Context: an optimization exercise on an open-source flow, tuned for small area and a short achievable clock period. The choices shown serve that exercise and are no tape-out recipe. In this exercise RTL edits were held to simulation tests only and were not proved equivalent to the original. Power figures rest on the tool's default switching activity, not on a simulated workload.

==> design/flow/design.v <==
`timescale 1ns/1ps
module vecDecoder (
	input  logic [31:0] instr,
	output logic [9:0]  ctrl
);
	localparam logic [4:0] opNop   = 5'd0;
	localparam logic [4:0] opAdd   = 5'd1;
	localparam logic [4:0] opSub   = 5'd2;
	localparam logic [4:0] opMul   = 5'd3;
	localparam logic [4:0] opRelu  = 5'd4;
	localparam logic [4:0] opBcast = 5'd5;
	localparam logic [1:0] fuAlu   = 2'd0;
	localparam logic [1:0] fuMul   = 2'd1;
	localparam logic [1:0] fuRelu  = 2'd2;
	localparam logic [1:0] fuBcast = 2'd3;
	logic       regWrite;
	logic [1:0] fuSel;
	logic       subtract;
	always_comb begin
		regWrite = 1'b0;
		fuSel    = fuAlu;
		subtract = 1'b0;
		case (instr[7:3])
			opAdd: begin
				regWrite = 1'b1;
				fuSel    = fuAlu;
			end
			opSub: begin
				regWrite = 1'b1;
				fuSel    = fuAlu;
				subtract = 1'b1;
			end
			opMul: begin
				regWrite = 1'b1;
				fuSel    = fuMul;
			end
			opRelu: begin
				regWrite = 1'b1;
				fuSel    = fuRelu;
			end
			opBcast: begin
				regWrite = 1'b1;
				fuSel    = fuBcast;
			end
			default: begin
				regWrite = 1'b0;
			end
		endcase
	end
	assign ctrl = {regWrite, fuSel, subtract, instr[13], instr[28:24]};
endmodule
`timescale 1ns/1ps
module vecRegFile (
	input  logic        clk,
	input  logic        rstN,
	input  logic [4:0]  rdAddrA,
	input  logic [4:0]  rdAddrB,
	output logic [63:0] rdDataA,
	output logic [63:0] rdDataB,
	input  logic        wrEn,
	input  logic [4:0]  wrAddr,
	input  logic [63:0] wrData
);
	localparam int regCount = 32;
	logic [regCount-1:0][63:0] regs;
	logic [regCount-1:0]       regValid;
	logic [regCount-1:0]       wrSel;
	logic [regCount-1:0]       selA;
	logic [regCount-1:0]       selB;
	logic                      wtA;
	logic                      wtB;
	always_comb begin
		for (int i = 0; i < regCount; i++) begin
			wrSel[i] = wrEn && (wrAddr == 5'(i));
		end
	end
	always_ff @(posedge clk or negedge rstN) begin
		if (!rstN) begin
			regValid <= '0;
		end else begin
			regValid <= regValid | wrSel;
		end
	end
	always_ff @(posedge clk) begin
		for (int i = 0; i < regCount; i++) begin
			if (wrSel[i]) regs[i] <= wrData;
		end
	end
	assign wtA = wrEn && (wrAddr == rdAddrA);
	assign wtB = wrEn && (wrAddr == rdAddrB);
	always_comb begin
		for (int i = 0; i < regCount; i++) begin
			selA[i] = (rdAddrA == 5'(i)) && regValid[i] && !wtA;
			selB[i] = (rdAddrB == 5'(i)) && regValid[i] && !wtB;
		end
		rdDataA = wtA ? wrData : '0;
		rdDataB = wtB ? wrData : '0;
		for (int i = 0; i < regCount; i++) begin
			rdDataA = rdDataA | (regs[i] & {64{selA[i]}});
			rdDataB = rdDataB | (regs[i] & {64{selB[i]}});
		end
	end
endmodule
`timescale 1ns/1ps
module vecExecUnit (
	input  logic [1:0]  fuSel,
	input  logic        subtract,
	input  logic        sat,
	input  logic [63:0] opA,
	input  logic [63:0] opB,
	output logic [63:0] result,
	output logic        isMul,
	output logic [63:0] mulVec,
	output logic [63:0] otherVec
);
	localparam int laneCount = 4;
	localparam int laneWidth = 16;
	localparam logic [1:0] fuAlu   = 2'd0;
	localparam logic [1:0] fuMul   = 2'd1;
	localparam logic [1:0] fuRelu  = 2'd2;
	localparam logic [1:0] fuBcast = 2'd3;
	for (genvar g = 0; g < laneCount; g++) begin : gLane
		vecMul16 mul (
			.a (opA[g*laneWidth +: laneWidth]),
			.b (opB[g*laneWidth +: laneWidth]),
			.p (mulVec[g*laneWidth +: laneWidth])
		);
	end
	logic [laneWidth:0] sumWide [laneCount];
	logic [laneWidth:0] aExt;
	logic [laneWidth:0] bExt;
	logic [laneWidth-1:0] aluLane;
	logic [laneWidth-1:0] otherLane;
	assign isMul  = (fuSel == fuMul);
	assign result = isMul ? mulVec : otherVec;
	always_comb begin
		for (int i = 0; i < laneCount; i++) begin
			aExt = {opA[i*laneWidth+laneWidth-1], opA[i*laneWidth +: laneWidth]};
			bExt = {opB[i*laneWidth+laneWidth-1], opB[i*laneWidth +: laneWidth]};
			if (subtract) begin
				sumWide[i] = aExt - bExt;
			end else begin
				sumWide[i] = aExt + bExt;
			end
			if (sat && (sumWide[i][laneWidth] != sumWide[i][laneWidth-1])) begin
				aluLane = sumWide[i][laneWidth] ? {1'b1, {(laneWidth-1){1'b0}}}
				                                : {1'b0, {(laneWidth-1){1'b1}}};
			end else begin
				aluLane = sumWide[i][laneWidth-1:0];
			end
			case (fuSel)
				fuAlu:   otherLane = aluLane;
				fuRelu:  otherLane = opA[i*laneWidth+laneWidth-1] ? '0 : opA[i*laneWidth +: laneWidth];
				default: otherLane = opB[0 +: laneWidth];
			endcase
			otherVec[i*laneWidth +: laneWidth] = otherLane;
		end
	end
endmodule
module vecMul16 (
	input  logic [15:0] a,
	input  logic [15:0] b,
	output logic [15:0] p
);
	logic s1, c2;
	assign s1 = (a[13] & b[0]) ^ (a[12] & b[1]);
	assign c2 = (a[13] & b[0]) & (a[12] & b[1]);
	logic t3, s4, c5;
	assign t3 = (a[14] & b[0]) ^ (a[13] & b[1]);
	assign s4 = t3 ^ (a[12] & b[2]);
	assign c5 = t3 ? (a[12] & b[2]) : (a[14] & b[0]);
	logic s6, c7;
	assign s6 = (a[11] & b[3]) ^ (a[10] & b[4]);
	assign c7 = (a[11] & b[3]) & (a[10] & b[4]);
	logic x8;
	assign x8 = (a[15] & b[0]) ^ (a[14] & b[1]);
	logic x9;
	assign x9 = (a[13] & b[2]) ^ (a[12] & b[3]);
	logic x10;
	assign x10 = (a[11] & b[4]) ^ (a[10] & b[5]);
	logic x11;
	assign x11 = (a[9] & b[6]) ^ (a[8] & b[7]);
	logic x12;
	assign x12 = (a[7] & b[8]) ^ (a[6] & b[9]);
	logic s13, c14;
	assign s13 = (a[9] & b[0]) ^ (a[8] & b[1]);
	assign c14 = (a[9] & b[0]) & (a[8] & b[1]);
	logic t15, s16, c17;
	assign t15 = (a[10] & b[0]) ^ (a[9] & b[1]);
	assign s16 = t15 ^ (a[8] & b[2]);
	assign c17 = t15 ? (a[8] & b[2]) : (a[10] & b[0]);
	logic s18, c19;
	assign s18 = (a[7] & b[3]) ^ (a[6] & b[4]);
	assign c19 = (a[7] & b[3]) & (a[6] & b[4]);
	logic t20, s21, c22;
	assign t20 = (a[11] & b[0]) ^ (a[10] & b[1]);
	assign s21 = t20 ^ (a[9] & b[2]);
	assign c22 = t20 ? (a[9] & b[2]) : (a[11] & b[0]);
	logic t23, s24, c25;
	assign t23 = (a[8] & b[3]) ^ (a[7] & b[4]);
	assign s24 = t23 ^ (a[6] & b[5]);
	assign c25 = t23 ? (a[6] & b[5]) : (a[8] & b[3]);
	logic s26, c27;
	assign s26 = (a[5] & b[6]) ^ (a[4] & b[7]);
	assign c27 = (a[5] & b[6]) & (a[4] & b[7]);
	logic t28, s29, c30;
	assign t28 = (a[12] & b[0]) ^ (a[11] & b[1]);
	assign s29 = t28 ^ (a[10] & b[2]);
	assign c30 = t28 ? (a[10] & b[2]) : (a[12] & b[0]);
	logic t31, s32, c33;
	assign t31 = (a[9] & b[3]) ^ (a[8] & b[4]);
	assign s32 = t31 ^ (a[7] & b[5]);
	assign c33 = t31 ? (a[7] & b[5]) : (a[9] & b[3]);
	logic t34, s35, c36;
	assign t34 = (a[6] & b[6]) ^ (a[5] & b[7]);
	assign s35 = t34 ^ (a[4] & b[8]);
	assign c36 = t34 ? (a[4] & b[8]) : (a[6] & b[6]);
	logic s37, c38;
	assign s37 = (a[3] & b[9]) ^ (a[2] & b[10]);
	assign c38 = (a[3] & b[9]) & (a[2] & b[10]);
	logic t39, s40, c41;
	assign t39 = (a[11] & b[2]) ^ (a[10] & b[3]);
	assign s40 = t39 ^ (a[9] & b[4]);
	assign c41 = t39 ? (a[9] & b[4]) : (a[11] & b[2]);
	logic t42, s43, c44;
	assign t42 = (a[8] & b[5]) ^ (a[7] & b[6]);
	assign s43 = t42 ^ (a[6] & b[7]);
	assign c44 = t42 ? (a[6] & b[7]) : (a[8] & b[5]);
	logic t45, s46, c47;
	assign t45 = (a[5] & b[8]) ^ (a[4] & b[9]);
	assign s46 = t45 ^ (a[3] & b[10]);
	assign c47 = t45 ? (a[3] & b[10]) : (a[5] & b[8]);
	logic t48, s49, c50;
	assign t48 = (a[2] & b[11]) ^ (a[1] & b[12]);
	assign s49 = t48 ^ (a[0] & b[13]);
	assign c50 = t48 ? (a[0] & b[13]) : (a[2] & b[11]);
	logic t51, s52, c53;
	assign t51 = (a[9] & b[5]) ^ (a[8] & b[6]);
	assign s52 = t51 ^ (a[7] & b[7]);
	assign c53 = t51 ? (a[7] & b[7]) : (a[9] & b[5]);
	logic t54, s55, c56;
	assign t54 = (a[6] & b[8]) ^ (a[5] & b[9]);
	assign s55 = t54 ^ (a[4] & b[10]);
	assign c56 = t54 ? (a[4] & b[10]) : (a[6] & b[8]);
	logic t57, s58, c59;
	assign t57 = (a[3] & b[11]) ^ (a[2] & b[12]);
	assign s58 = t57 ^ (a[1] & b[13]);
	assign c59 = t57 ? (a[1] & b[13]) : (a[3] & b[11]);
	logic t60, s61, c62;
	assign t60 = (a[0] & b[14]) ^ s4;
	assign s61 = t60 ^ s6;
	assign c62 = t60 ? s6 : (a[0] & b[14]);
	logic x63;
	assign x63 = (a[5] & b[10]) ^ (a[4] & b[11]);
	logic x64;
	assign x64 = (a[3] & b[12]) ^ (a[2] & b[13]);
	logic x65;
	assign x65 = (a[1] & b[14]) ^ (a[0] & b[15]);
	logic x66;
	assign x66 = x8 ^ x9;
	logic x67;
	assign x67 = x10 ^ x11;
	logic x68;
	assign x68 = x12 ^ c5;
	logic s69, c70;
	assign s69 = (a[6] & b[0]) ^ (a[5] & b[1]);
	assign c70 = (a[6] & b[0]) & (a[5] & b[1]);
	logic t71, s72, c73;
	assign t71 = (a[7] & b[0]) ^ (a[6] & b[1]);
	assign s72 = t71 ^ (a[5] & b[2]);
	assign c73 = t71 ? (a[5] & b[2]) : (a[7] & b[0]);
	logic s74, c75;
	assign s74 = (a[4] & b[3]) ^ (a[3] & b[4]);
	assign c75 = (a[4] & b[3]) & (a[3] & b[4]);
	logic t76, s77, c78;
	assign t76 = (a[8] & b[0]) ^ (a[7] & b[1]);
	assign s77 = t76 ^ (a[6] & b[2]);
	assign c78 = t76 ? (a[6] & b[2]) : (a[8] & b[0]);
	logic t79, s80, c81;
	assign t79 = (a[5] & b[3]) ^ (a[4] & b[4]);
	assign s80 = t79 ^ (a[3] & b[5]);
	assign c81 = t79 ? (a[3] & b[5]) : (a[5] & b[3]);
	logic s82, c83;
	assign s82 = (a[2] & b[6]) ^ (a[1] & b[7]);
	assign c83 = (a[2] & b[6]) & (a[1] & b[7]);
	logic t84, s85, c86;
	assign t84 = (a[7] & b[2]) ^ (a[6] & b[3]);
	assign s85 = t84 ^ (a[5] & b[4]);
	assign c86 = t84 ? (a[5] & b[4]) : (a[7] & b[2]);
	logic t87, s88, c89;
	assign t87 = (a[4] & b[5]) ^ (a[3] & b[6]);
	assign s88 = t87 ^ (a[2] & b[7]);
	assign c89 = t87 ? (a[2] & b[7]) : (a[4] & b[5]);
	logic t90, s91, c92;
	assign t90 = (a[1] & b[8]) ^ (a[0] & b[9]);
	assign s91 = t90 ^ s13;
	assign c92 = t90 ? s13 : (a[1] & b[8]);
	logic t93, s94, c95;
	assign t93 = (a[5] & b[5]) ^ (a[4] & b[6]);
	assign s94 = t93 ^ (a[3] & b[7]);
	assign c95 = t93 ? (a[3] & b[7]) : (a[5] & b[5]);
	logic t96, s97, c98;
	assign t96 = (a[2] & b[8]) ^ (a[1] & b[9]);
	assign s97 = t96 ^ (a[0] & b[10]);
	assign c98 = t96 ? (a[0] & b[10]) : (a[2] & b[8]);
	logic t99, s100, c101;
	assign t99 = s16 ^ s18;
	assign s100 = t99 ^ c14;
	assign c101 = t99 ? c14 : s16;
	logic t102, s103, c104;
	assign t102 = (a[3] & b[8]) ^ (a[2] & b[9]);
	assign s103 = t102 ^ (a[1] & b[10]);
	assign c104 = t102 ? (a[1] & b[10]) : (a[3] & b[8]);
	logic t105, s106, c107;
	assign t105 = (a[0] & b[11]) ^ s21;
	assign s106 = t105 ^ s24;
	assign c107 = t105 ? s24 : (a[0] & b[11]);
	logic t108, s109, c110;
	assign t108 = s26 ^ c17;
	assign s109 = t108 ^ c19;
	assign c110 = t108 ? c19 : s26;
	logic t111, s112, c113;
	assign t111 = (a[1] & b[11]) ^ (a[0] & b[12]);
	assign s112 = t111 ^ s29;
	assign c113 = t111 ? s29 : (a[1] & b[11]);
	logic t114, s115, c116;
	assign t114 = s32 ^ s35;
	assign s115 = t114 ^ s37;
	assign c116 = t114 ? s37 : s32;
	logic t117, s118, c119;
	assign t117 = c22 ^ c25;
	assign s118 = t117 ^ c27;
	assign c119 = t117 ? c27 : c22;
	logic t120, s121, c122;
	assign t120 = s1 ^ s40;
	assign s121 = t120 ^ s43;
	assign c122 = t120 ? s43 : s1;
	logic t123, s124, c125;
	assign t123 = s46 ^ s49;
	assign s124 = t123 ^ c30;
	assign c125 = t123 ? c30 : s46;
	logic t126, s127, c128;
	assign t126 = c33 ^ c36;
	assign s127 = t126 ^ c38;
	assign c128 = t126 ? c38 : c33;
	logic t129, s130, c131;
	assign t129 = c2 ^ s52;
	assign s130 = t129 ^ s55;
	assign c131 = t129 ? s55 : c2;
	logic t132, s133, c134;
	assign t132 = s58 ^ s61;
	assign s133 = t132 ^ c41;
	assign c134 = t132 ? c41 : s58;
	logic t135, s136, c137;
	assign t135 = c44 ^ c47;
	assign s136 = t135 ^ c50;
	assign c137 = t135 ? c50 : c44;
	logic x138;
	assign x138 = c7 ^ x63;
	logic x139;
	assign x139 = x64 ^ x65;
	logic x140;
	assign x140 = x66 ^ x67;
	logic x141;
	assign x141 = x68 ^ c53;
	logic x142;
	assign x142 = c56 ^ c59;
	logic s143, c144;
	assign s143 = (a[4] & b[0]) ^ (a[3] & b[1]);
	assign c144 = (a[4] & b[0]) & (a[3] & b[1]);
	logic t145, s146, c147;
	assign t145 = (a[5] & b[0]) ^ (a[4] & b[1]);
	assign s146 = t145 ^ (a[3] & b[2]);
	assign c147 = t145 ? (a[3] & b[2]) : (a[5] & b[0]);
	logic s148, c149;
	assign s148 = (a[2] & b[3]) ^ (a[1] & b[4]);
	assign c149 = (a[2] & b[3]) & (a[1] & b[4]);
	logic t150, s151, c152;
	assign t150 = (a[4] & b[2]) ^ (a[3] & b[3]);
	assign s151 = t150 ^ (a[2] & b[4]);
	assign c152 = t150 ? (a[2] & b[4]) : (a[4] & b[2]);
	logic t153, s154, c155;
	assign t153 = (a[1] & b[5]) ^ (a[0] & b[6]);
	assign s154 = t153 ^ s69;
	assign c155 = t153 ? s69 : (a[1] & b[5]);
	logic t156, s157, c158;
	assign t156 = (a[2] & b[5]) ^ (a[1] & b[6]);
	assign s157 = t156 ^ (a[0] & b[7]);
	assign c158 = t156 ? (a[0] & b[7]) : (a[2] & b[5]);
	logic t159, s160, c161;
	assign t159 = s72 ^ s74;
	assign s160 = t159 ^ c70;
	assign c161 = t159 ? c70 : s72;
	logic t162, s163, c164;
	assign t162 = (a[0] & b[8]) ^ s77;
	assign s163 = t162 ^ s80;
	assign c164 = t162 ? s80 : (a[0] & b[8]);
	logic t165, s166, c167;
	assign t165 = s82 ^ c73;
	assign s166 = t165 ^ c75;
	assign c167 = t165 ? c75 : s82;
	logic t168, s169, c170;
	assign t168 = s85 ^ s88;
	assign s169 = t168 ^ s91;
	assign c170 = t168 ? s91 : s85;
	logic t171, s172, c173;
	assign t171 = c78 ^ c81;
	assign s172 = t171 ^ c83;
	assign c173 = t171 ? c83 : c78;
	logic t174, s175, c176;
	assign t174 = s94 ^ s97;
	assign s175 = t174 ^ s100;
	assign c176 = t174 ? s100 : s94;
	logic t177, s178, c179;
	assign t177 = c86 ^ c89;
	assign s178 = t177 ^ c92;
	assign c179 = t177 ? c92 : c86;
	logic t180, s181, c182;
	assign t180 = s103 ^ s106;
	assign s181 = t180 ^ s109;
	assign c182 = t180 ? s109 : s103;
	logic t183, s184, c185;
	assign t183 = c95 ^ c98;
	assign s184 = t183 ^ c101;
	assign c185 = t183 ? c101 : c95;
	logic t186, s187, c188;
	assign t186 = s112 ^ s115;
	assign s187 = t186 ^ s118;
	assign c188 = t186 ? s118 : s112;
	logic t189, s190, c191;
	assign t189 = c104 ^ c107;
	assign s190 = t189 ^ c110;
	assign c191 = t189 ? c110 : c104;
	logic t192, s193, c194;
	assign t192 = s121 ^ s124;
	assign s193 = t192 ^ s127;
	assign c194 = t192 ? s127 : s121;
	logic t195, s196, c197;
	assign t195 = c113 ^ c116;
	assign s196 = t195 ^ c119;
	assign c197 = t195 ? c119 : c113;
	logic t198, s199, c200;
	assign t198 = s130 ^ s133;
	assign s199 = t198 ^ s136;
	assign c200 = t198 ? s136 : s130;
	logic t201, s202, c203;
	assign t201 = c122 ^ c125;
	assign s202 = t201 ^ c128;
	assign c203 = t201 ? c128 : c122;
	logic x204;
	assign x204 = c62 ^ x138;
	logic x205;
	assign x205 = x139 ^ x140;
	logic x206;
	assign x206 = x141 ^ x142;
	logic x207;
	assign x207 = c131 ^ c134;
	logic s208, c209;
	assign s208 = (a[3] & b[0]) ^ (a[2] & b[1]);
	assign c209 = (a[3] & b[0]) & (a[2] & b[1]);
	logic t210, s211, c212;
	assign t210 = (a[2] & b[2]) ^ (a[1] & b[3]);
	assign s211 = t210 ^ (a[0] & b[4]);
	assign c212 = t210 ? (a[0] & b[4]) : (a[2] & b[2]);
	logic t213, s214, c215;
	assign t213 = (a[0] & b[5]) ^ s146;
	assign s214 = t213 ^ s148;
	assign c215 = t213 ? s148 : (a[0] & b[5]);
	logic t216, s217, c218;
	assign t216 = s151 ^ s154;
	assign s217 = t216 ^ c147;
	assign c218 = t216 ? c147 : s151;
	logic t219, s220, c221;
	assign t219 = s157 ^ s160;
	assign s220 = t219 ^ c152;
	assign c221 = t219 ? c152 : s157;
	logic t222, s223, c224;
	assign t222 = s163 ^ s166;
	assign s223 = t222 ^ c158;
	assign c224 = t222 ? c158 : s163;
	logic t225, s226, c227;
	assign t225 = s169 ^ s172;
	assign s226 = t225 ^ c164;
	assign c227 = t225 ? c164 : s169;
	logic t228, s229, c230;
	assign t228 = s175 ^ s178;
	assign s229 = t228 ^ c170;
	assign c230 = t228 ? c170 : s175;
	logic t231, s232, c233;
	assign t231 = s181 ^ s184;
	assign s232 = t231 ^ c176;
	assign c233 = t231 ? c176 : s181;
	logic t234, s235, c236;
	assign t234 = s187 ^ s190;
	assign s235 = t234 ^ c182;
	assign c236 = t234 ? c182 : s187;
	logic t237, s238, c239;
	assign t237 = s193 ^ s196;
	assign s238 = t237 ^ c188;
	assign c239 = t237 ? c188 : s193;
	logic t240, s241, c242;
	assign t240 = s199 ^ s202;
	assign s241 = t240 ^ c194;
	assign c242 = t240 ? c194 : s199;
	logic x243;
	assign x243 = c137 ^ x204;
	logic x244;
	assign x244 = x205 ^ x206;
	logic x245;
	assign x245 = x207 ^ c200;
	logic s246, c247;
	assign s246 = (a[2] & b[0]) ^ (a[1] & b[1]);
	assign c247 = (a[2] & b[0]) & (a[1] & b[1]);
	logic t248, s249, c250;
	assign t248 = (a[1] & b[2]) ^ (a[0] & b[3]);
	assign s249 = t248 ^ s208;
	assign c250 = t248 ? s208 : (a[1] & b[2]);
	logic t251, s252, c253;
	assign t251 = s143 ^ s211;
	assign s252 = t251 ^ c209;
	assign c253 = t251 ? c209 : s143;
	logic t254, s255, c256;
	assign t254 = c144 ^ s214;
	assign s255 = t254 ^ c212;
	assign c256 = t254 ? c212 : c144;
	logic t257, s258, c259;
	assign t257 = c149 ^ s217;
	assign s258 = t257 ^ c215;
	assign c259 = t257 ? c215 : c149;
	logic t260, s261, c262;
	assign t260 = c155 ^ s220;
	assign s261 = t260 ^ c218;
	assign c262 = t260 ? c218 : c155;
	logic t263, s264, c265;
	assign t263 = c161 ^ s223;
	assign s264 = t263 ^ c221;
	assign c265 = t263 ? c221 : c161;
	logic t266, s267, c268;
	assign t266 = c167 ^ s226;
	assign s267 = t266 ^ c224;
	assign c268 = t266 ? c224 : c167;
	logic t269, s270, c271;
	assign t269 = c173 ^ s229;
	assign s270 = t269 ^ c227;
	assign c271 = t269 ? c227 : c173;
	logic t272, s273, c274;
	assign t272 = c179 ^ s232;
	assign s273 = t272 ^ c230;
	assign c274 = t272 ? c230 : c179;
	logic t275, s276, c277;
	assign t275 = c185 ^ s235;
	assign s276 = t275 ^ c233;
	assign c277 = t275 ? c233 : c185;
	logic t278, s279, c280;
	assign t278 = c191 ^ s238;
	assign s279 = t278 ^ c236;
	assign c280 = t278 ? c236 : c191;
	logic t281, s282, c283;
	assign t281 = c197 ^ s241;
	assign s282 = t281 ^ c239;
	assign c283 = t281 ? c239 : c197;
	logic x284;
	assign x284 = c203 ^ x243;
	logic x285;
	assign x285 = x244 ^ x245;
	logic x286;
	assign x286 = c242 ^ x284;
	logic x287;
	assign x287 = x285 ^ c283;
	logic [15:0] g, pr;
	logic [15:0] cy;
	assign pr[0] = (a[0] & b[0]);
	assign g[0] = 1'b0;
	assign pr[1] = (a[1] & b[0]) ^ (a[0] & b[1]);
	assign g[1] = (a[1] & b[0]) & (a[0] & b[1]);
	assign pr[2] = (a[0] & b[2]) ^ s246;
	assign g[2] = (a[0] & b[2]) & s246;
	assign pr[3] = s249 ^ c247;
	assign g[3] = s249 & c247;
	assign pr[4] = s252 ^ c250;
	assign g[4] = s252 & c250;
	assign pr[5] = s255 ^ c253;
	assign g[5] = s255 & c253;
	assign pr[6] = s258 ^ c256;
	assign g[6] = s258 & c256;
	assign pr[7] = s261 ^ c259;
	assign g[7] = s261 & c259;
	assign pr[8] = s264 ^ c262;
	assign g[8] = s264 & c262;
	assign pr[9] = s267 ^ c265;
	assign g[9] = s267 & c265;
	assign pr[10] = s270 ^ c268;
	assign g[10] = s270 & c268;
	assign pr[11] = s273 ^ c271;
	assign g[11] = s273 & c271;
	assign pr[12] = s276 ^ c274;
	assign g[12] = s276 & c274;
	assign pr[13] = s279 ^ c277;
	assign g[13] = s279 & c277;
	assign pr[14] = s282 ^ c280;
	assign g[14] = s282 & c280;
	assign pr[15] = x286 ^ x287;
	assign g[15] = x286 & x287;
	logic G288, P289;
	assign G288 = g[1] | (pr[1] & g[0]);
	assign P289 = pr[1] & pr[0];
	logic G290, P291;
	assign G290 = g[3] | (pr[3] & g[2]);
	assign P291 = pr[3] & pr[2];
	logic G292, P293;
	assign G292 = g[5] | (pr[5] & g[4]);
	assign P293 = pr[5] & pr[4];
	logic G294, P295;
	assign G294 = g[7] | (pr[7] & g[6]);
	assign P295 = pr[7] & pr[6];
	logic G296, P297;
	assign G296 = g[9] | (pr[9] & g[8]);
	assign P297 = pr[9] & pr[8];
	logic G298, P299;
	assign G298 = g[11] | (pr[11] & g[10]);
	assign P299 = pr[11] & pr[10];
	logic G300, P301;
	assign G300 = g[13] | (pr[13] & g[12]);
	assign P301 = pr[13] & pr[12];
	logic G302, P303;
	assign G302 = g[2] | (pr[2] & G288);
	assign P303 = pr[2] & P289;
	logic G304, P305;
	assign G304 = G290 | (P291 & G288);
	assign P305 = P291 & P289;
	logic G306, P307;
	assign G306 = g[6] | (pr[6] & G292);
	assign P307 = pr[6] & P293;
	logic G308, P309;
	assign G308 = G294 | (P295 & G292);
	assign P309 = P295 & P293;
	logic G310, P311;
	assign G310 = g[10] | (pr[10] & G296);
	assign P311 = pr[10] & P297;
	logic G312, P313;
	assign G312 = G298 | (P299 & G296);
	assign P313 = P299 & P297;
	logic G314, P315;
	assign G314 = g[14] | (pr[14] & G300);
	assign P315 = pr[14] & P301;
	logic G316, P317;
	assign G316 = g[4] | (pr[4] & G304);
	assign P317 = pr[4] & P305;
	logic G318, P319;
	assign G318 = G292 | (P293 & G304);
	assign P319 = P293 & P305;
	logic G320, P321;
	assign G320 = G306 | (P307 & G304);
	assign P321 = P307 & P305;
	logic G322, P323;
	assign G322 = G308 | (P309 & G304);
	assign P323 = P309 & P305;
	logic G324, P325;
	assign G324 = g[12] | (pr[12] & G312);
	assign P325 = pr[12] & P313;
	logic G326, P327;
	assign G326 = G300 | (P301 & G312);
	assign P327 = P301 & P313;
	logic G328, P329;
	assign G328 = G314 | (P315 & G312);
	assign P329 = P315 & P313;
	logic G330, P331;
	assign G330 = g[8] | (pr[8] & G322);
	assign P331 = pr[8] & P323;
	logic G332, P333;
	assign G332 = G296 | (P297 & G322);
	assign P333 = P297 & P323;
	logic G334, P335;
	assign G334 = G310 | (P311 & G322);
	assign P335 = P311 & P323;
	logic G336, P337;
	assign G336 = G312 | (P313 & G322);
	assign P337 = P313 & P323;
	logic G338, P339;
	assign G338 = G324 | (P325 & G322);
	assign P339 = P325 & P323;
	logic G340, P341;
	assign G340 = G326 | (P327 & G322);
	assign P341 = P327 & P323;
	logic G342, P343;
	assign G342 = G328 | (P329 & G322);
	assign P343 = P329 & P323;
	assign cy[0] = 1'b0;
	assign cy[1] = g[0];
	assign cy[2] = G288;
	assign cy[3] = G302;
	assign cy[4] = G304;
	assign cy[5] = G316;
	assign cy[6] = G318;
	assign cy[7] = G320;
	assign cy[8] = G322;
	assign cy[9] = G330;
	assign cy[10] = G332;
	assign cy[11] = G334;
	assign cy[12] = G336;
	assign cy[13] = G338;
	assign cy[14] = G340;
	assign cy[15] = G342;
	assign p[0] = pr[0] ^ cy[0];
	assign p[1] = pr[1] ^ cy[1];
	assign p[2] = pr[2] ^ cy[2];
	assign p[3] = pr[3] ^ cy[3];
	assign p[4] = pr[4] ^ cy[4];
	assign p[5] = pr[5] ^ cy[5];
	assign p[6] = pr[6] ^ cy[6];
	assign p[7] = pr[7] ^ cy[7];
	assign p[8] = pr[8] ^ cy[8];
	assign p[9] = pr[9] ^ cy[9];
	assign p[10] = pr[10] ^ cy[10];
	assign p[11] = pr[11] ^ cy[11];
	assign p[12] = pr[12] ^ cy[12];
	assign p[13] = pr[13] ^ cy[13];
	assign p[14] = pr[14] ^ cy[14];
	assign p[15] = pr[15] ^ cy[15];
endmodule
`timescale 1ns/1ps
module vecDatapath (
	input  logic        clk,
	input  logic        rstN,
	input  logic        hold,
	input  logic [95:0] fifoRdData,
	input  logic        fifoDataValid,
	output logic        fifoRead,
	output logic        wbValid,
	output logic [4:0]  wbAddr,
	output logic [63:0] wbData
);
	localparam int laneWidth = 16;
	localparam logic [1:0] fuBcast = 2'd3;
	logic        consume;
	logic        ifIdValid;
	logic [95:0] ifIdEntry;
	logic [31:0] ifIdInstr;
	logic [9:0]  idCtrl;
	logic        idWrite;
	logic        idBcast;
	logic [4:0]  idSrc1;
	logic [4:0]  idSrc2;
	logic [63:0] rdDataA;
	logic [63:0] rdDataB;
	logic        fwdA;
	logic        fwdB;
	logic [63:0] opANext;
	logic [63:0] opBNext;
	logic        idExWrite;
	logic [4:0]  idExCtrl;
	logic [4:0]  idExDst;
	logic [63:0] idExOpA;
	logic [63:0] idExOpB;
	logic        exWbWrite;
	logic [4:0]  exWbDst;
	logic [63:0] exWbResult;
	logic [63:0] exResult;
	logic        exIsMul;
	logic [63:0] exMul;
	logic [63:0] exOther;
	assign fifoRead = ~hold;
	assign consume  = fifoRead & fifoDataValid;
	always_ff @(posedge clk or negedge rstN) begin
		if (!rstN) begin
			ifIdValid <= 1'b0;
		end else if (!hold) begin
			ifIdValid <= consume;
		end
	end
	always_ff @(posedge clk) begin
		if (consume) begin
			ifIdEntry <= fifoRdData;
		end
	end
	assign ifIdInstr = ifIdEntry[31:0];
	assign idSrc1    = ifIdInstr[23:19];
	assign idSrc2    = ifIdInstr[18:14];
	vecDecoder decoder (
		.instr (ifIdInstr),
		.ctrl  (idCtrl)
	);
	assign idWrite = ifIdValid & idCtrl[9];
	assign idBcast = (idCtrl[8:7] == fuBcast);
	vecRegFile regFile (
		.clk     (clk),
		.rstN    (rstN),
		.rdAddrA (idSrc1),
		.rdAddrB (idSrc2),
		.rdDataA (rdDataA),
		.rdDataB (rdDataB),
		.wrEn    (exWbWrite),
		.wrAddr  (exWbDst),
		.wrData  (exWbResult)
	);
	assign fwdA = idExWrite && (idExDst == idSrc1);
	assign fwdB = idExWrite && (idExDst == idSrc2) && !idBcast;
	assign opANext = (fwdA && exIsMul) ? exMul :
	                 fwdA ? exOther : rdDataA;
	assign opBNext = (fwdB && exIsMul) ? exMul :
	                 fwdB ? exOther :
	                 idBcast ? {48'b0, ifIdEntry[32 +: laneWidth]} : rdDataB;
	always_ff @(posedge clk or negedge rstN) begin
		if (!rstN) begin
			idExWrite <= 1'b0;
		end else if (!hold) begin
			idExWrite <= idWrite;
		end
	end
	always_ff @(posedge clk) begin
		if (!hold) begin
			idExCtrl <= idCtrl[9:5];
			idExDst  <= idCtrl[4:0];
			idExOpA  <= opANext;
			idExOpB  <= opBNext;
		end
	end
	vecExecUnit execUnit (
		.fuSel    (idExCtrl[3:2]),
		.subtract (idExCtrl[1]),
		.sat      (idExCtrl[0]),
		.opA      (idExOpA),
		.opB      (idExOpB),
		.result   (exResult),
		.isMul    (exIsMul),
		.mulVec   (exMul),
		.otherVec (exOther)
	);
	always_ff @(posedge clk or negedge rstN) begin
		if (!rstN) begin
			exWbWrite <= 1'b0;
		end else if (!hold) begin
			exWbWrite <= idExWrite;
		end
	end
	always_ff @(posedge clk) begin
		if (!hold) begin
			exWbDst    <= idExDst;
			exWbResult <= exResult;
		end
	end
	assign wbValid = exWbWrite & ~hold;
	assign wbAddr  = exWbDst;
	assign wbData  = exWbResult;
endmodule
==> design/flow/run.sh <==
#!/bin/bash
# synth_recipe.tcl (not shown) runs the flow's synth.tcl, then flattens the netlist and writes it again
# the make line also repeats each setting of config.mk as NAME=value (left out here)
make -C /OpenROAD-flow-scripts/flow DESIGN_CONFIG=/design/flow/config.mk WORK_HOME=/design/flow/orfs CLKGATE_MAP_FILE= SYNTH_SCRIPT=/design/flow/synth_recipe.tcl finish
==> design/flow/config.mk <==
export PLATFORM = sky130hd
export DESIGN_NAME = vecDatapath
export DESIGN_NICKNAME = vecDatapath
export VERILOG_FILES = /design/flow/design.v
export SDC_FILE = /design/flow/constraint.sdc
export NUM_CORES = 4
export LEC_CHECK = 0
export CAP_MARGIN = 30
export CORE_MARGIN = 2
export CORE_UTILIZATION = 30
export CTS_BUF_LIST = sky130_fd_sc_hd__clkbuf_8
export PLACE_DENSITY = 0.45
export SETUP_SLACK_MARGIN = 4.5
export SLEW_MARGIN = 50
export TNS_END_PERCENT = 5
==> design/flow/constraint.sdc <==
create_clock -name core_clock -period 8.5 [get_ports {clk}]
set_input_delay 1.7000 -clock core_clock [delete_from_list [all_inputs] [get_ports {clk}]]
set_output_delay 1.7000 -clock core_clock [all_outputs]
set_load 0.01 [all_outputs]
==> results of run 1 <==
==> through the flow <==
step	total power, W	instances	util
2_1_floorplan	0.0178	9239	-
3_3_place_gp	0.0204	14258	0.325
3_5_place_dp	0.0205	14357	0.330
4_1_cts	0.0311	15287	0.358
5_1_grt	0.0328	15405	0.363
6_report	0.0319	15425	0.363
==> where the power goes <==
| part | switching, W | leakage (nW) | internal [W] |
|---|---|---|---|
| sequential | 0.000190 | 21.4 | 0.0133 |
| clock | 0.00505 | 4.23 | 0.00507 |
| combinational | 0.00507 | 22.4 | 0.00321 |
==> layout by cell type, fill, tap and decap left out, types with 29 or more instances in the layout <==
| cell type | netlist | final |
|---|---|---|
| xnor2_1 | 529 | 467 |
| a21oi_2 | 1 | 34 |
| clkdlybuf4s50_1 | 0 | 108 |
| nand2b_1 | 39 | 34 |
| o21a_1 | 42 | 42 |
| o21ai_1 | 9 | 29 |
| nor2_1 | 297 | 242 |
| and3_4 | 0 | 62 |
| o21ai_0 | 212 | 167 |
| clkinv_2 | 0 | 64 |
| xor2_1 | 184 | 172 |
| a21o_1 | 71 | 70 |
| buf_4 | 3 | 516 |
| a21oi_1 | 220 | 183 |
| nand2_1 | 615 | 598 |
| clkinv_1 | 1 | 106 |
| nor2b_1 | 38 | 30 |
| nor2_4 | 0 | 47 |
| clkbuf_8 | 0 | 401 |
| dfrtp_1 | 35 | 34 |
| ha_1 | 180 | 159 |
| buf_8 | 0 | 36 |
| nor3_4 | 0 | 36 |
| or2_2 | 42 | 42 |
| a222oi_1 | 240 | 240 |
| nand3_1 | 207 | 201 |
| edfxtp_1 | 2291 | 2291 |
| a22oi_1 | 741 | 736 |
| nor3_1 | 181 | 120 |
| and2_1 | 184 | 175 |
| buf_6 | 1 | 98 |
| xnor3_1 | 58 | 55 |
| maj3_1 | 202 | 201 |
| xnor2_2 | 2 | 61 |
| inv_1 | 108 | 205 |
| buf_12 | 0 | 103 |
| a22o_1 | 527 | 527 |
| a221oi_1 | 569 | 566 |
| nand4_1 | 270 | 270 |
==> routing by layer <==
layer / GRT usage / vias to the layer above
met4: 0.195 / 24
met3: 0.112 / 2574
met1: 0.392 / 51829
met2: 0.477 / 9976
li1: - / 38911
met5: 0 / -
==> critical path, cell delays in order (launching register included) <==
cell       delay, ps
edfxtp_1         670
xor2_1           280
nor4_4            80
and3_4           220
nand2b_1         200
nor2_1           470
and3_4           740
buf_4            640
a22o_1           240
a221oi_1          60
nand3_1          110
nor3_1            60
a21oi_1          610
o2bb2ai_1        190
==> worst paths after layout <==
check | endpoint
setup reg to reg | idExOpA[59]
hold reg to reg | idExCtrl[0]
setup / recovery | idExOpA[59]
max in group asynchronous | regFile.regValid[30]
hold / removal | idExCtrl[0]
min in group asynchronous | regFile.regValid[10]
==> registers in the layout, indices dropped and copies added (netlist names) <==
register / count
exWbWrite: 1
exWbDst: 5
idExCtrl: 4
idExDst: 5
ifIdValid: 1
regFile.regValid: 32
ifIdEntry: 37
idExOpA: 64
idExWrite: 1
regFile.regs: 2048
idExOpB: 64
exWbResult: 64
==> area by class of cell <==
type	count	area, um^2	share of cell area
Antenna cell	26	65.1	0.000456
Clock buffer	400	5510	0.0386
Clock inverter	315	1980	0.0139
Inverter	109	428	0.00300
Multi-Input combinational cell	6130	48800	0.343
Sequential cell	2326	69700	0.489
Tap cell	5220	6530	0.0458
Timing Repair Buffer	899	9520	0.0668
==> cells by family (layout without fill, tap and decap cells) <==
kind of cell,Yosys count,after routing,synth area share
xor+xnor,794,794,0.0684
fa+ha+maj,405,405,0.0395
flops,2326,2326,0.589
other cells,0,26,0
compound gates,2876,2877,0.190
simple gates,2009,2017,0.0833
buf+inv,792,1723,0.0257
mux,37,37,0.00345
==> repair_timing <==
item	in CTS	in global routing
buffers inserted	201	84
gates cloned	14	5
resized for setup	371	175
setup endpoints to repair	257	258
pin swaps	149	140
==> flow_metrics.env, run 1 <==
export IMPL_avgViaCountPerCell=6.70
export IMPL_ir_worst_vdd_mv=0.146
export IMPL_cellPowerDensity_nw_per_um2=224
export IMPL_met1_length_um=239000
export IMPL_pre_cts_ws_ps=2700
export IMPL_avgRoutedWirePerCell_um=43.1
export IMPL_area_delta_synth_final_pct=20.5
export IMPL_nets=10157
export IMPL_worstMarginPinSlew_ps=1080
export IMPL_ctsHoldBuffers=0
export IMPL_min_from="ifIdEntry[13]"
export IMPL_wl_met2_um=281000
export IMPL_grt_pass1_wl_um=872000
export IMPL_critPathRequiredTime_ps=9390
export IMPL_ant_nets=0
export IMPL_timing_max_slew_rel_slack=0.282
export IMPL_ios=171
export IMPL_wl_met3_um=93900
export IMPL_drt_iter0_drc=22011
export IMPL_die_h_um=632
export IMPL_max_cap_violations=0
export IMPL_drcViolationCount=0
export IMPL_min_period_ps=4880
export IMPL_cts_root_buf="clkbuf_8"
export IMPL_regToRegStartpoint="ifIdEntry[19]"
export IMPL_yosysMostFrequentCell="edfxtp_1"
export IMPL_tns_ps=0
export IMPL_synth_cells=9239
export IMPL_worst_r2r_path_depth=13
export IMPL_ys_warn_count=5
export IMPL_insertion_delay_ps=1080
export IMPL_die_w_um=632
export IMPL_synth_flop_cell="edfxtp_1"
export IMPL_start_util=0.301
export IMPL_max_freq_mhz=205
export IMPL_synthArstFlopShare=0.0150
export IMPL_hold_path_depth=0
export IMPL_fin_skew_ps=80.6
export IMPL_critical_path_class="flip-flop to flip-flop"
export IMPL_rsz0062_at_grt="yes"
export IMPL_hold_path_class="flip-flop to flip-flop"
export IMPL_dpl_hpwl_um=377000
export IMPL_drt_total_wl_um=665000
export IMPL_drive_above_1_share=0.184
export IMPL_ys_top_cells_by_count="edfxtp_1 (2291), a22oi_1 (741), nand2_1 (615)"
export IMPL_dr_pass1_iters=11
export IMPL_setup_viol=0
export IMPL_final_period_utilization=0.574
export IMPL_grt_use_total=0.318
export IMPL_antenna_found_initial=49
export IMPL_clkTransAtPathRegs_ps=70
export IMPL_avgSynthCellArea_um2=12.8
export IMPL_dieArea_um2=399000
export IMPL_portBuffers=111
export IMPL_htree_levels=5
export IMPL_fp_coreArea_um2=393000
export IMPL_worst_path_max_fanout=19
export IMPL_rows=230
export IMPL_synth_net_count=9535
export IMPL_reg2reg_slack_ps=3620
export IMPL_synth_top_area_share=0.582
export IMPL_place_area_um2=130000
export IMPL_fillCellCount=37886
export IMPL_cts_tree="built"
export IMPL_finalHoldViolCount=0
export IMPL_synth_seq_cells=2326
export IMPL_top_layer="met5"
export IMPL_grt_max_degree=86
export IMPL_synth_enable_flop_cells=2291
export IMPL_crit_path_start="ifIdEntry[19]"
export IMPL_clock_path_buffers=4
export IMPL_numCtsBuffers=395
export IMPL_synth_top_cell_by_area="edfxtp_1"
export IMPL_synth_distinct_cells=90
export IMPL_grt_pass1_vias=97896
export IMPL_power_leakage_nw=48.0
export IMPL_synth_area_leaders="edfxtp_1 (58%), a22oi_1 (4.7%), a221oi_1 (4.2%)"
export IMPL_holdWs_ps=414
export IMPL_worst_setup_path_start_kind="flip-flop"
export IMPL_drv_slew=0
export IMPL_arrival_ps=5770
export IMPL_vias=103314
export IMPL_place_congestion=0.918
export IMPL_yosysSeqAreaShare=0.589
export IMPL_postLayoutCellArea_um2=143000
export IMPL_setup_slack_ps=3620
export IMPL_grt_ovfl_total=0
export IMPL_clkSinkCount=2326
export IMPL_end_kind="flip-flop"
export IMPL_status="finished clean"
export IMPL_synth_area_um2=118000
==> run 2, diff against run 1 <==
--- a/design/flow/design.v
+++ b/design/flow/design.v
@@ -53,8 +53,12 @@
 module vecRegFile (
 	input  logic        clk,
 	input  logic        rstN,
-	input  logic [4:0]  rdAddrA,
-	input  logic [4:0]  rdAddrB,
+	input  logic [3:0]  rdLoA,
+	input  logic [7:0]  rdHiA,
+	input  logic        rdWtA,
+	input  logic [3:0]  rdLoB,
+	input  logic [7:0]  rdHiB,
+	input  logic        rdWtB,
 	output logic [63:0] rdDataA,
 	output logic [63:0] rdDataB,
 	input  logic        wrEn,
@@ -67,8 +71,6 @@
 	logic [regCount-1:0]       wrSel;
 	logic [regCount-1:0]       selA;
 	logic [regCount-1:0]       selB;
-	logic                      wtA;
-	logic                      wtB;
 	always_comb begin
 		for (int i = 0; i < regCount; i++) begin
 			wrSel[i] = wrEn && (wrAddr == 5'(i));
@@ -86,19 +88,19 @@
 			if (wrSel[i]) regs[i] <= wrData;
 		end
 	end
-	assign wtA = wrEn && (wrAddr == rdAddrA);
-	assign wtB = wrEn && (wrAddr == rdAddrB);
 	always_comb begin
 		for (int i = 0; i < regCount; i++) begin
-			selA[i] = (rdAddrA == 5'(i)) && regValid[i] && !wtA;
-			selB[i] = (rdAddrB == 5'(i)) && regValid[i] && !wtB;
+			selA[i] = rdLoA[i % 4] && rdHiA[i / 4] && regValid[i];
+			selB[i] = rdLoB[i % 4] && rdHiB[i / 4] && regValid[i];
 		end
-		rdDataA = wtA ? wrData : '0;
-		rdDataB = wtB ? wrData : '0;
+		rdDataA = '0;
+		rdDataB = '0;
 		for (int i = 0; i < regCount; i++) begin
 			rdDataA = rdDataA | (regs[i] & {64{selA[i]}});
 			rdDataB = rdDataB | (regs[i] & {64{selB[i]}});
 		end
+		if (rdWtA) rdDataA = wrData;
+		if (rdWtB) rdDataB = wrData;
 	end
 endmodule
 `timescale 1ns/1ps
@@ -739,8 +741,16 @@
 	logic [9:0]  idCtrl;
 	logic        idWrite;
 	logic        idBcast;
-	logic [4:0]  idSrc1;
-	logic [4:0]  idSrc2;
+	logic [4:0]  fifoSrc1;
+	logic [4:0]  fifoSrc2;
+	logic [3:0]  ifIdLoA;
+	logic [7:0]  ifIdHiA;
+	logic [3:0]  ifIdLoB;
+	logic [7:0]  ifIdHiB;
+	logic        ifIdFwdA;
+	logic        ifIdFwdB;
+	logic        ifIdWtA;
+	logic        ifIdWtB;
 	logic [63:0] rdDataA;
 	logic [63:0] rdDataB;
 	logic        fwdA;
@@ -768,14 +778,22 @@
 			ifIdValid <= consume;
 		end
 	end
+	assign fifoSrc1 = fifoRdData[23:19];
+	assign fifoSrc2 = fifoRdData[18:14];
 	always_ff @(posedge clk) begin
 		if (consume) begin
 			ifIdEntry <= fifoRdData;
+			ifIdLoA   <= 4'b1 << fifoSrc1[1:0];
+			ifIdHiA   <= 8'b1 << fifoSrc1[4:2];
+			ifIdLoB   <= 4'b1 << fifoSrc2[1:0];
+			ifIdHiB   <= 8'b1 << fifoSrc2[4:2];
+			ifIdFwdA  <= idWrite && (idCtrl[4:0] == fifoSrc1);
+			ifIdFwdB  <= idWrite && (idCtrl[4:0] == fifoSrc2);
+			ifIdWtA   <= idExWrite && (idExDst == fifoSrc1);
+			ifIdWtB   <= idExWrite && (idExDst == fifoSrc2);
 		end
 	end
 	assign ifIdInstr = ifIdEntry[31:0];
-	assign idSrc1    = ifIdInstr[23:19];
-	assign idSrc2    = ifIdInstr[18:14];
 	vecDecoder decoder (
 		.instr (ifIdInstr),
 		.ctrl  (idCtrl)
@@ -785,16 +803,20 @@
 	vecRegFile regFile (
 		.clk     (clk),
 		.rstN    (rstN),
-		.rdAddrA (idSrc1),
-		.rdAddrB (idSrc2),
+		.rdLoA   (ifIdLoA),
+		.rdHiA   (ifIdHiA),
+		.rdWtA   (ifIdWtA),
+		.rdLoB   (ifIdLoB),
+		.rdHiB   (ifIdHiB),
+		.rdWtB   (ifIdWtB),
 		.rdDataA (rdDataA),
 		.rdDataB (rdDataB),
 		.wrEn    (exWbWrite),
 		.wrAddr  (exWbDst),
 		.wrData  (exWbResult)
 	);
-	assign fwdA = idExWrite && (idExDst == idSrc1);
-	assign fwdB = idExWrite && (idExDst == idSrc2) && !idBcast;
+	assign fwdA = ifIdFwdA;
+	assign fwdB = ifIdFwdB && !idBcast;
 	assign opANext = (fwdA && exIsMul) ? exMul :
 	                 fwdA ? exOther : rdDataA;
 	assign opBNext = (fwdB && exIsMul) ? exMul :
==> run 2 against run 1 <==
  * Hold slack better by 12 ps
  * Maximum frequency grew 4.4%
  * First-iteration DRC count shrank 4.4%
  * Clock power hardly changed
  * Sequential cell count grew 18
  * Clock skew up 36 ps
  * Critical path depth increased by 8
  * Count of clock-buffer cells in the layout shrank 5
  * Global-route usage shrank 0.84 points
  * Via count is 0.64% lower
  * Final area increased by 0.29%
  * Synthesized cell count increased by 0.64%
  * Critical path type unchanged
  * Largest power group is now combinational logic
==> flow_metrics.env, run 2 <==
export IMPL_yosysMostFrequentCell="edfxtp_1"
export IMPL_synth_seq_cells=2344
export IMPL_cts_root_buf="clkbuf_8"
export IMPL_synth_area_um2=119000
export IMPL_clkSinkCount=2344
export IMPL_worst_setup_path_start_kind="flip-flop"
export IMPL_max_cap_violations=0
export IMPL_numCtsBuffers=385
export IMPL_synth_enable_flop_cells=2309
export IMPL_crit_path_start="idExOpB[1]"
export IMPL_largest_register_ffs=2048
export IMPL_critical_path_class="flip-flop to flip-flop"
export IMPL_ctsHoldBuffers=0
export IMPL_rows=230
export IMPL_fin_skew_ps=117
export IMPL_end_kind="flip-flop"
export IMPL_portBuffers=111
export IMPL_die_h_um=633
export IMPL_place_congestion=0.929
export IMPL_finalHoldViolCount=0
export IMPL_htree_levels=5
export IMPL_ios=171
export IMPL_dr_pass1_iters=13
export IMPL_hold_path_depth=0
export IMPL_drcViolationCount=0
export IMPL_grt_max_degree=90
export IMPL_timing_max_slew_rel_slack=0.420
export IMPL_avgViaCountPerCell=6.66
export IMPL_fp_coreArea_um2=393000
export IMPL_postLayoutCellArea_um2=143000
export IMPL_place_area_um2=130000
export IMPL_synth_net_count=9594
export IMPL_area_delta_synth_final_pct=20.5
export IMPL_worstMarginPinSlew_ps=869
export IMPL_status="finished clean"
export IMPL_regMostFlops="regFile.regs"
export IMPL_max_freq_mhz=214
export IMPL_power_leakage_nw=48.4
export IMPL_clock_path_buffers=4
export IMPL_vias=102648
export IMPL_regToRegStartpoint="idExOpB[1]"
export IMPL_dpl_hpwl_um=367000
export IMPL_ys_top_cells_by_count="edfxtp_1 (2309), a22oi_1 (654), a221oi_1 (622)"
export IMPL_critPathCapture="idExOpA[15]"
export IMPL_min_period_ps=4670
export IMPL_reg2reg_slack_ps=3830
export IMPL_cts_tree="built"
export IMPL_fin_util=0.364
export IMPL_worst_path_max_fanout=4
export IMPL_synth_cells=9298
export IMPL_grt_ovfl_total=0
export IMPL_synth_top_cell_by_area="edfxtp_1"
export IMPL_final_cell_mix="edfxtp_1 (2309), a22oi_1 (649), a221oi_1 (597)"
export IMPL_worst_r2r_path_depth=21
export IMPL_tns_ps=0
export IMPL_drt_total_wl_um=648000
export IMPL_critPathRequiredTime_ps=9300
export IMPL_yosysSeqAreaShare=0.592
export IMPL_final_common_cell="edfxtp_1"
export IMPL_drt_iter0_drc=21053
export IMPL_start_util=0.302
export IMPL_nets=10164
export IMPL_ir_worst_vdd_mv=1.49
export IMPL_rr_endpoint="idExOpA[15]"
export IMPL_grt_pass1_vias=97143
export IMPL_avgRoutedWirePerCell_um=42.0
export IMPL_fillCellCount=37932
export IMPL_synth_flop_cell="edfxtp_1"
export IMPL_synth_distinct_cells=82
export IMPL_holdWs_ps=426
export IMPL_dieArea_um2=401000
export IMPL_grt_pass1_wl_um=851000
export IMPL_antenna_found_initial=33
export IMPL_drv_slew=0
export IMPL_avgSynthCellArea_um2=12.8
export IMPL_rsz0062_at_grt="yes"
export IMPL_finalNonFillerCells=15416
export IMPL_insertion_delay_ps=1070
export IMPL_clkTransAtPathRegs_ps=60
export IMPL_final_period_utilization=0.550
export IMPL_cellPowerDensity_nw_per_um2=478
export IMPL_die_w_um=633
export IMPL_synthArstFlopShare=0.0149
export IMPL_grt_use_total=0.310
export IMPL_dpl_cell_count=14390
export IMPL_synth_area_leaders="edfxtp_1 (58%), a221oi_1 (4.6%), a22o_1 (4.4%)"
export IMPL_setup_viol=0
export IMPL_ant_nets=0
export IMPL_hold_path_class="flip-flop to flip-flop"
export IMPL_arrival_ps=5480
export IMPL_ys_warn_count=5
export IMPL_drive_above_1_share=0.183
export IMPL_synth_top_area_share=0.584
run 2: cell count changes in the layout (fill, tap and decap cells not counted), sizes merged, moves of 30 or more:
| cell | change |
|---|---|
| a21o | +34 |
| a22oi | -87 |
| nor2 | +32 |
| o32ai | +30 |
| a21oi | +140 |
| a221oi | +53 |
| and2 | -30 |
| a22o | +68 |
| nand4 | -79 |
| a222oi | -112 |
| o22ai | +48 |
| nand3 | +97 |
| nor3 | -95 |
run 2: worst min-delay path by stage:
| stage | from | endpoint |
|---|---|---|
| 6_report | ifIdEntry[13] | idExCtrl[0] |
| 5_1_grt | ifIdEntry[13] | idExCtrl[0] |
| 3_5_place_dp | ifIdEntry[13] | idExCtrl[0] |
| 2_1_floorplan | ifIdEntry[13] | idExCtrl[0] |
| 3_3_place_gp | ifIdEntry[13] | idExCtrl[0] |
| 4_1_cts | ifIdEntry[13] | idExCtrl[0] |
run 2: cells by family (layout without fill, tap and decap cells):
logic type / after synthesis / count (layout) / synth area share
DFF: 2344 / 2344 / 0.592
buffers and inverters: 825 / 1703 / 0.0263
AOI/OAI and AO/OA: 2998 / 3000 / 0.195
other: 0 / 17 / 0
adders and majority gates: 404 / 404 / 0.0393
and+or+nand+nor: 1902 / 1903 / 0.0772
muxes: 19 / 19 / 0.00167
xor gates and xnor gates: 806 / 806 / 0.0693
run 2: metrics by stage:
stage / total power [W] / worst slack [ps]
3_3_place_gp: 0.0469 / 2550
5_1_grt: 0.0712 / 3610
3_5_place_dp: 0.0476 / 2590
2_1_floorplan: 0.0364 / 2850
6_report: 0.0683 / 3830
4_1_cts: 0.0642 / 3850
run 2: critical path: stages (launching register included):
cell and delay (ps):
edfxtp_1 520, buf_6 180, and2_4 130, ha_4 270, inv_4 40, maj3_2 330, xor2_2 170, xnor2_2 160
buf_4 140, maj3_2 300, xor2_1 150, xnor2_1 180, ha_2 290, nor2_4 60, a311oi_4 340, a21oi_2 130
o21bai_4 200, a21o_1 230, xnor2_4 180, a2bb2oi_4 100, buf_4 160, a21o_1 170
run 2: where the power goes:
part	switching, W	leakage, nW	total [W]	internal [W]
registers	0.000553	21.5	0.0155	0.0149
logic	0.0249	22.8	0.0429	0.0181
clock network	0.00491	4.08	0.00985	0.00494
run 2: layer usage:
layer / up-vias / GRT usage / part of all wire
li1: 38780 / - / -
met2: 9860 / 0.453 / 0.42
met1: 51568 / 0.393 / 0.37
met4: 29 / 0.172 / 0.067
met5: - / 0.00254 / 0.00045
met3: 2411 / 0.116 / 0.15
run 2: cell type report:
type / instances / area, um^2 / share of cell area
clock buffers: 395 / 5440 / 0.0380
repair buffers: 871 / 9440 / 0.0660
inverters: 134 / 513 / 0.00359
flip-flops and latches: 2344 / 70200 / 0.491
clock inverters: 303 / 1840 / 0.0128
multi-input cells: 6132 / 49000 / 0.342
diodes: 17 / 42.5 / 0.000298
well taps: 5220 / 6530 / 0.0457
run 2: repair_timing:
| action | CTS | global route |
|---|---|---|
| pin swaps | 137 | 166 |
| buffers inserted | 192 | 92 |
| endpoints found under the setup margin | 253 | 252 |
| gates resized for setup | 320 | 261 |
| gates cloned | 10 | 2 |
==> run 3, diff against run 2 <==
--- a/design/flow/config.mk
+++ b/design/flow/config.mk
@@ -9,7 +9,7 @@
 export CORE_MARGIN = 2
 export CORE_UTILIZATION = 30
 export CTS_BUF_LIST = sky130_fd_sc_hd__clkbuf_8
-export PLACE_DENSITY = 0.45
+export PLACE_DENSITY = 0.6
 export SETUP_SLACK_MARGIN = 4.5
 export SLEW_MARGIN = 50
 export TNS_END_PERCENT = 5
==> run 3 against run 2 <==
  * Sequential share of layout area barely moved
  * Still clean on timing, DRC and antenna
  * Critical endpoint is now idExOpB[12]
  * Non-clock buffer count rose by 5
  * Total power barely moved
  * Count of clock-buffer cells in the layout fell by 22
  * Largest cell class unchanged
  * Worst setup slack improved by 2.5 ps
  * Die area did not move
  * Via count rose by 1.7%
==> flow_metrics.env, run 3 <==
export IMPL_dieArea_um2=401000
export IMPL_critPathRequiredTime_ps=9200
export IMPL_finalHoldViolCount=0
export IMPL_grt_max_degree=76
export IMPL_synth_area_leaders="edfxtp_1 (58%), a221oi_1 (4.6%), a22o_1 (4.4%)"
export IMPL_yosysSeqAreaShare=0.592
export IMPL_tns_ps=0
export IMPL_cts_tree="built"
export IMPL_ys_top_cells_by_count="edfxtp_1 (2309), a22oi_1 (654), a221oi_1 (622)"
export IMPL_synth_net_count=9594
export IMPL_start_util=0.302
export IMPL_grt_ovfl_total=0
export IMPL_drcViolationCount=0
export IMPL_worst_setup_path_start_kind="flip-flop"
export IMPL_drv_slew=0
export IMPL_cellPowerDensity_nw_per_um2=477
export IMPL_grt_pass1_vias=98627
export IMPL_place_area_um2=129000
export IMPL_avgRoutedWirePerCell_um=39.6
export IMPL_area_delta_synth_final_pct=20.6
export IMPL_final_period_utilization=0.550
export IMPL_synth_top_area_share=0.584
export IMPL_synth_distinct_cells=82
export IMPL_dpl_hpwl_um=340000
export IMPL_timing_max_slew_rel_slack=0.416
export IMPL_drive_above_1_share=0.188
export IMPL_worstMarginPinSlew_ps=875
export IMPL_max_freq_mhz=214
export IMPL_numCtsBuffers=360
export IMPL_drt_iter0_drc=24854
export IMPL_p_sw_frac=0.441
export IMPL_ir_worst_vdd_mv=1.02
export IMPL_antenna_found_initial=42
export IMPL_totalPowerFinal_w=0.0683
export IMPL_synth_cells=9298
export IMPL_critical_path_class="flip-flop to flip-flop"
export IMPL_vias=104351
export IMPL_rsz0062_at_grt="yes"
export IMPL_seqPwrFrac=0.228
export IMPL_worst_path_max_fanout=5
export IMPL_max_cap_violations=0
export IMPL_ant_nets=0
export IMPL_avgViaCountPerCell=6.79
export IMPL_fillCellCount=37426
export IMPL_place_congestion=0.972
export IMPL_hold_path_class="flip-flop to flip-flop"
export IMPL_min_period_ps=4670
export IMPL_clkSinkCount=2344
export IMPL_switchingPower_w=0.0301
export IMPL_avgSynthCellArea_um2=12.8
export IMPL_synthArstFlopShare=0.0149
export IMPL_largest_register_ffs=2048
export IMPL_synth_top_cell_by_area="edfxtp_1"
export IMPL_cts_root_buf="clkbuf_8"
export IMPL_synth_area_um2=119000
export IMPL_yosysMostFrequentCell="edfxtp_1"
export IMPL_pwr_share_comb=0.629
export IMPL_clock_path_buffers=4
export IMPL_ctsHoldBuffers=0
export IMPL_insertion_delay_ps=1060
export IMPL_drt_total_wl_um=609000
export IMPL_rows=230
export IMPL_postLayoutCellArea_um2=143000
export IMPL_die_w_um=633
export IMPL_portBuffers=111
export IMPL_status="finished clean"
export IMPL_synth_enable_flop_cells=2309
export IMPL_ios=171
export IMPL_synth_seq_cells=2344
export IMPL_dr_pass1_iters=14
export IMPL_clkTransAtPathRegs_ps=70
export IMPL_fin_skew_ps=118
export IMPL_intPower_w=0.0381
export IMPL_die_h_um=633
export IMPL_multi_input_area_um2=49200
export IMPL_nets=10144
export IMPL_dpl_cell_count=14345
export IMPL_arrival_ps=5370
export IMPL_grt_pass1_wl_um=809000
export IMPL_final_cell_mix="edfxtp_1 (2309), a22oi_1 (650), a221oi_1 (606)"
export IMPL_regMostFlops="regFile.regs"
export IMPL_ys_warn_count=5
export IMPL_grt_use_total=0.289
export IMPL_seq_area_um2=70200
export IMPL_end_kind="flip-flop"
export IMPL_fp_coreArea_um2=393000
export IMPL_final_common_cell="edfxtp_1"
export IMPL_synth_flop_cell="edfxtp_1"
export IMPL_power_leakage_nw=48.3
export IMPL_finalNonFillerCells=15377
export IMPL_setup_viol=0
export IMPL_power_share_clock=0.144
export IMPL_htree_levels=5
==> run 3: cell counts after synthesis <==
Identical to the previous run, type by type.
==> run 3: critical path, cell delays in order, from the launching register on <==
cell and delay [ps]:
edfxtp_1 450, buf_12 180, and2_4 150, ha_4 250, inv_2 40, xnor2_2 130, buf_4 160, xnor2_4 180
xnor2_2 140, xnor3_2 480, maj3_2 330, a21o_1 200, ha_4 280, nor3_2 40, a311oi_2 270, buf_4 180
xnor2_2 110, o21ai_1 90, nand2_1 130, o221ai_4 140, a221o_1 420
==> run 3: per-stage QoR <==
stage	util	setup slack (ps)	hold slack (ps)
2_1_floorplan	-	2850	400
3_3_place_gp	0.323	2640	414
3_5_place_dp	0.329	2790	434
4_1_cts	0.356	3860	450
5_1_grt	0.364	3720	451
6_report	0.364	3830	442
==> run 3: logic make-up after synthesis <==
kind of cell    after synthesis  synth area share
compound gates             2998             0.195
xor+xnor                    806            0.0693
fa+ha+maj                   404            0.0393
buf+inv                     825            0.0263
flops                      2344             0.592
mux                          19           0.00167
simple gates               1902            0.0772
==> run 3: final timing paths <==
check | from | end | slack, ps | cells past startpoint
setup reg to reg | idExOpB[0] | idExOpB[12] | 3830 | 20
min in group asynchronous | rstN | regFile.regValid[24] | 720 | 1
max in group asynchronous | rstN | regFile.regValid[28] | 7400 | 1
setup / recovery | idExOpB[0] | idExOpB[12] | 3830 | 20
hold / removal | ifIdEntry[13] | idExCtrl[0] | 440 | 0
hold reg to reg | ifIdEntry[13] | idExCtrl[0] | 440 | 0
==> run 3: layout make-up <==
class	count	share of cell area
clock buffer	373	0.0359
multi-input combinational	6132	0.344
antenna	27	0.000472
inverter	134	0.00365
sequential	2344	0.491
timing repair buffer	876	0.0663
tap	5220	0.0457
clock inverter	271	0.0136
==> run 3: repair_timing <==
action,4_1_cts,5_1_grt
setup buffers,214,116
pin swaps,141,193
endpoints found under the setup margin,241,243
gates cloned,5,10
gates resized for setup,318,332
==> run 3: metal layers <==
layer  routed length, um  track usage  share of wire
met5                 318      0.00133        0.00052
met4               60000        0.217          0.099
met3              106000        0.134           0.17
met2              247000        0.420           0.41
met1              195000        0.330           0.32
==> run 3: power groups by stage <==
stage | clock network, W | logic [W] | registers (W)
floorplan | 0 | 0.0202 | 0.0163
global placement | 0 | 0.0299 | 0.0164
detailed placement | 0 | 0.0308 | 0.0159
CTS | 0.00968 | 0.0373 | 0.0155
global route | 0.0101 | 0.0450 | 0.0155
finish | 0.00981 | 0.0429 | 0.0155
==> run 4, diff against run 3 <==
--- a/design/flow/config.mk
+++ b/design/flow/config.mk
@@ -9,7 +9,8 @@
 export CORE_MARGIN = 2
 export CORE_UTILIZATION = 30
 export CTS_BUF_LIST = sky130_fd_sc_hd__clkbuf_8
-export PLACE_DENSITY = 0.6
+export CTS_CLUSTER_SIZE = 25
+export PLACE_DENSITY = 0.45
 export SETUP_SLACK_MARGIN = 4.5
-export SLEW_MARGIN = 50
+export SLEW_MARGIN = 40
 export TNS_END_PERCENT = 5
==> run 4 against run 3 <==
  * Sequential share of layout area rose by 0.58 points
  * Count of clock-buffer cells in the layout rose by 18
  * Global-route usage rose by 2.2 points
  * Synthesized cell count did not move
  * Wire length rose by 6.8%
  * Clock power fell by 2.2%
  * Register-to-register slack got worse by 50 ps
  * Final area fell by 1.2%
  * Worst setup slack got worse by 51 ps
  * Sequential cell count did not move
  * Critical endpoint is now idExOpA[15]
  * Largest cell class unchanged
==> flow_metrics.env, run 4 <==
export IMPL_clkSinkCount=2344
export IMPL_final_period_utilization=0.556
export IMPL_cellPowerDensity_nw_per_um2=483
export IMPL_ctsHoldBuffers=0
export IMPL_final_common_cell="edfxtp_1"
export IMPL_ir_worst_vdd_mv=1.09
export IMPL_dr_pass1_iters=10
export IMPL_multi_input_area_um2=48800
export IMPL_cts_root_buf="clkbuf_8"
export IMPL_fillCellCount=38030
export IMPL_max_freq_mhz=212
export IMPL_finalNonFillerCells=15345
export IMPL_power_leakage_nw=47.8
export IMPL_clkTransAtPathRegs_ps=60
export IMPL_synth_seq_cells=2344
export IMPL_nets=10115
export IMPL_synth_top_cell_by_area="edfxtp_1"
export IMPL_die_h_um=633
export IMPL_p_sw_frac=0.446
export IMPL_synth_net_count=9594
export IMPL_avgViaCountPerCell=6.67
export IMPL_synthArstFlopShare=0.0149
export IMPL_grt_pass1_wl_um=852000
export IMPL_setup_viol=0
export IMPL_cpLargestDelayFamily="XOR/XNOR gates"
export IMPL_tns_ps=0
export IMPL_hold_path_depth=0
export IMPL_synth_enable_flop_cells=2309
export IMPL_power_share_clock=0.140
export IMPL_grt_use_total=0.310
export IMPL_portBuffers=111
export IMPL_end_kind="flip-flop"
export IMPL_synth_area_um2=119000
export IMPL_numCtsBuffers=385
export IMPL_regMostFlops="regFile.regs"
export IMPL_synth_distinct_cells=82
export IMPL_avgSynthCellArea_um2=12.8
export IMPL_drv_slew=0
export IMPL_clock_path_buffers=4
export IMPL_cp_common_cell="a21o_1"
export IMPL_drcViolationCount=0
export IMPL_drt_iter0_drc=21470
export IMPL_status="finished clean"
export IMPL_arrival_ps=5530
export IMPL_place_congestion=0.929
export IMPL_ant_nets=0
export IMPL_worst_path_max_fanout=4
export IMPL_dieArea_um2=401000
export IMPL_rows=230
-- run 4: worst max-delay path by stage --
stage | startpoint | endpoint | slack (ps) | depth (start not counted)
after floorplan | hold | fifoRead | 2850 | 1
after global placement | idExOpB[33] | idExOpB[41] | 2550 | 18
after detailed placement | idExOpB[33] | idExOpB[41] | 2470 | 18
after CTS | idExOpA[57] | idExOpB[62] | 3850 | 18
after global routing | idExOpB[35] | idExOpA[47] | 3590 | 18
final | idExOpB[1] | idExOpA[15] | 3780 | 21
-- run 4: metal layers --
layer / track usage / vias up / wire, um
met1: 0.393 / 51508 / 240000
met4: 0.167 / 28 / 41500
met5: 0.00664 / - / 502
met3: 0.118 / 2401 / 96100
met2: 0.455 / 9744 / 272000
li1: - / 38622 / -
-- run 4: power groups by stage --
stage / sequential (W) / combinational, W / clock [W]
2_1_floorplan: 0.0163 / 0.0202 / 0
3_3_place_gp: 0.0161 / 0.0308 / 0
3_5_place_dp: 0.0158 / 0.0313 / 0
4_1_cts: 0.0155 / 0.0386 / 0.00956
5_1_grt: 0.0155 / 0.0456 / 0.0100
6_report: 0.0155 / 0.0432 / 0.00959
-- run 4: repair_timing --
item / in CTS / in global routing
buffers inserted: 187 / 113
setup endpoints to repair: 251 / 251
pin swaps: 129 / 183
gates resized for setup: 326 / 284
gates cloned: 9 / 6
hold endpoints to repair: 0 / 0
-- run 4: cell type report --
type	instances	share of cell area
Clock inverter	284	0.0112
Timing Repair Buffer	821	0.0589
Tap cell	5220	0.0462
Sequential cell	2344	0.497
Inverter	134	0.00365
Clock buffer	391	0.0381
Antenna cell	18	0.000319
Multi-Input combinational cell	6133	0.345
-- run 4: cell families after synthesis --
kind of cell / count (synthesis) / share of synthesized area
muxes: 19 / 0.00167
and+or+nand+nor: 1902 / 0.0772
AOI/OAI and AO/OA: 2998 / 0.195
DFF: 2344 / 0.592
buffers and inverters: 825 / 0.0263
adders and majority gates: 404 / 0.0393
xor gates and xnor gates: 806 / 0.0693
-- run 4: worst reg2reg max path, stage by stage, from the launching register on --
cell and delay [ps]:
edfxtp_1 510, buf_6 180, and2_4 140, ha_4 270, inv_4 40, xnor2_2 130
xnor2_1 190, xnor2_1 170, xnor3_2 510, maj3_2 320, a21o_1 190, ha_4 260
nor3_4 160, a311oi_2 60, buf_4 170, a21oi_4 180, o21bai_4 90, a21o_1 240
xnor2_4 290, a2bb2oi_4 110, buf_6 140, a21o_1 170
-- run 4: stage by stage --
| step | hold slack, ps | utilization | setup WS, ps | total power (W) | cell area [um^2] |
|---|---|---|---|---|---|
| 2_1_floorplan | 400 | - | 2850 | 0.0364 | 119000 |
| 3_3_place_gp | 411 | 0.324 | 2550 | 0.0469 | 127000 |
| 3_5_place_dp | 420 | 0.327 | 2470 | 0.0472 | 129000 |
| 4_1_cts | 434 | 0.353 | 3850 | 0.0637 | 139000 |
| 5_1_grt | 450 | 0.360 | 3590 | 0.0712 | 141000 |
| 6_report | 427 | 0.360 | 3780 | 0.0682 | 141000 |

re-timing with driven ports:
In the flow no input, the clock included, has a driving cell. The finished layouts below were timed again as built, in two steps. Step 1, drivers: a clkbuf_16 drives clk and a buf_2 each remaining input, both assumed. Step 2 also shifts input and output timing later by t, the mid clock arrival at the registers, as if the neighbouring blocks saw the same clock. Three values: no drivers, after step 1, after step 2; two values: the first two.
| run | shift t [ns] | setup WS [ns] |
|---|---|---|
| run 1 | 1.151 | 3.622 / 3.622 / 3.622 |
| run 2 | 1.109 | 3.826 / 3.826 / 3.826 |
| run 3 | 1.108 | 3.828 / 3.797 / 3.828 |
| run 4 | 1.131 | 3.777 / 3.777 / 3.777 |
After both steps every run listed still meets setup and hold.
